From an optimization exercise on the open Yosys and OpenROAD flow, aimed at small area, a short achievable clock period and few clock cycles per item; shortcuts taken in it are not production practice.
In this exercise RTL edits were held to simulation tests only and were not proved equivalent to the original.

==> run D: inputs <==
// rational_arith_gcd_reduce_top
module rational_arith_gcd_reduce_top (
  input  logic               clk,
  input  logic               rst,
  input  logic               operands_valid,
  output logic               operands_ready,
  input  logic [1:0]         operands_command,
  input  logic signed [15:0] operands_left_num,
  input  logic        [14:0] operands_left_den,
  input  logic signed [15:0] operands_right_num,
  input  logic        [14:0] operands_right_den,
  output logic               result_valid,
  input  logic               result_ready,
  output logic signed [31:0] result_result_num,
  output logic        [30:0] result_result_den,
  output logic               result_status
);
  localparam int K = 4;
  typedef enum logic [2:0] {
    S_IDLE, S_M0, S_M1, S_M2, S_M3, S_GCD, S_OUT
  } state_t;
  state_t state;
  state_t state_n;
  logic   pending;     
  logic   pending_n;
  logic   p1;          
  logic   p1_n;
  logic [1:0]  cmd;
  logic [14:0] bd;
  logic [14:0] mo;
  logic        mos;
  logic        an;
  logic        cn;
  logic fl_md;    
  logic fl_an;    
  logic fl_s2;    
  logic [30:0]        u;
  logic [30:0]        v;
  logic signed [31:0] a0;
  logic [29:0]        a1;
  logic signed [31:0] b0;
  logic [29:0]        b1;
  logic               status;
  logic in_m1;
  logic in_m2;
  logic in_m3;
  logic in_gcd;
  logic in_out;
  logic ready_q;
  logic take;
  ...
make LEC_CHECK=0 CAP_MARGIN=20 CORE_MARGIN=2 CORE_UTILIZATION=55 PLACE_DENSITY=0.65 SETUP_SLACK_MARGIN=5 SLEW_MARGIN=20 finish   # period 9.0 ns
run.sh (not shown) runs the stock make flow with config.mk's settings and CLKGATE_MAP_FILE= SYNTH_SCRIPT=/design/flow/synth_recipe.tcl, a recipe that flattens the netlist after the stock synthesis.
==> run G: changes against run D <==
--- a/flow/design.v
+++ b/flow/design.v
@@ -1180,15 +1180,16 @@
   input  logic        [14:0] operands_right_den,
   output logic               result_valid,
   input  logic               result_ready,
   output logic signed [31:0] result_result_num,
   output logic        [30:0] result_result_den,
   output logic               result_status
 );
-  localparam int K = 4;
+  localparam int K = 8;
+  localparam int KC = 4;
   typedef enum logic [2:0] {
     S_IDLE, S_M0, S_M1, S_M2, S_M3, S_GCD, S_OUT
   } state_t;
   state_t state;
   state_t state_n;
   logic   pending;     
   logic   pending_n;
@@ -1232,38 +1233,40 @@
     m = {1'b0, u ^ v};
     for (int s = 1; s < 32; s = s * 2) m = m | (m << s);
     dm    = m[29:0] << 1;
     uv_eq = !m[30];
   end
   assign dmag   = s1[30:0] ^ (gt ? 31'd0 : dm);
   assign u_zero = (u == '0);
-  function automatic logic [2:0] tz(input logic [K-1:0] x);
-    tz = 3'(K);
+  function automatic logic [3:0] tz(input logic [K-1:0] x);
+    tz = 4'(K);
     for (int i = K - 1; i >= 0; i--) begin
-      if (x[i]) tz = 3'(i);
+      if (x[i]) tz = 4'(i);
     end
   endfunction
   logic st_both_even;
   logic st_swap;
   logic st_vstrip;
   logic st_sub;
   assign st_both_even = !u[0] && !v[0];
   assign st_swap      = !u[0] && v[0];
   assign st_vstrip    = u[0] && !v[0];
   assign st_sub       = u[0] && v[0];
-  logic [1:0] ks;   
+  logic [2:0] ks;   
+  logic [1:0] kc;   
+  assign kc = 2'(tz({{(K-KC){1'b1}}, u[KC-1:0] | v[KC-1:0]}) - 4'd1);
   always_comb begin
     if (st_sub) begin
-      ks = 2'(tz(s1[K-1:0]) - 3'd1);
+      ks = 3'(tz(s1[K-1:0]) - 4'd1);
     end else if (st_vstrip) begin
-      ks = 2'(tz(v[K-1:0]) - 3'd1);
+      ks = 3'(tz(v[K-1:0]) - 4'd1);
     end else if (st_swap) begin
-      ks = 2'(tz(u[K-1:0]) - 3'd1);
+      ks = 3'(tz(u[K-1:0]) - 4'd1);
     end else begin
-      ks = 2'd0;
+      ks = {1'b0, kc};
     end
   end
   logic [30:0]        vsrc;
   logic signed [31:0] bsrc0;
   logic [29:0]        bsrc1;
   logic [30:0]        v_step;
   logic signed [31:0] b0_step;
@@ -1280,15 +1283,15 @@
       bsrc0 = a0;
       bsrc1 = a1;
       u_step = v;
     end else begin
       vsrc  = v;
       bsrc0 = b0;
       bsrc1 = b1;
-      u_step = st_both_even ? (u >> 1) : u;
+      u_step = st_both_even ? ((u >> 1) >> kc) : u;
     end
   end
   assign v_step  = (vsrc >> 1) >> ks;
   assign b0_step = (bsrc0 <<< 1) <<< ks;
   assign b1_step = (bsrc1 << 1) << ks;
   logic gcd_done;
   assign gcd_done = uv_eq;
==> reports/metrics.csv <==
metric,value,unit
simple-gate share of the synthesized area,15.9,%
CP max-delay cell,edfxtp_1,
area of the multi-input gates,25600,µm²
Peak Freq,0.240,GHz
Post-Syn Area per Cell,7.60,µm²
status,finished clean,
-- figures above: run G

==> reports/metrics.csv <==
metric,value,unit
Post-Syn Area per Cell,7.77,µm²
simple-gate share of the synthesized area,15.9,%
CP max-delay cell,or4_4,
Peak Freq,0.250,GHz
area of the multi-input gates,22700,µm²
status,finished clean,
-- figures above: run D

Testbench counts of run D, summed over its fixed seeds: cycles 38,964, items 2,400.
Testbench counts of run G, summed over its fixed seeds: cycles 35,492, items 2,400.

## static timing again, ports no longer ideal
Ports are ideal in the flow. The routed layouts listed here were re-timed in OpenROAD.
Step 1 sets driving cells, clkbuf_16 on the clock port and buf_2 on the other inputs (assumed; they add their load-dependent delay and slew).
Step 2 moves the port delays by t, midway between the first and last clock arrival at a register: inputs arrive t later, outputs are due t later. That takes back most of the time a late clock gives input paths.
a / b / c = ideal / step 1 / step 2; a / b = the first two.
| run | t, ns | setup slack, ns | worst setup path after step 2 | pins driven straight from the clock port |
|---|---|---|---|---|
| run D | 0.615 | 5.007 / 5.007 / 4.611 | input to register | 1 |
| run G | 0.642 | 4.837 / 4.837 / 4.579 | input to register | 1 |
After both steps every run listed still meets setup and hold. For run D, which loses most, drivers alone change the setup slack by 0.000 ns; drivers and shift together by -0.396 ns.
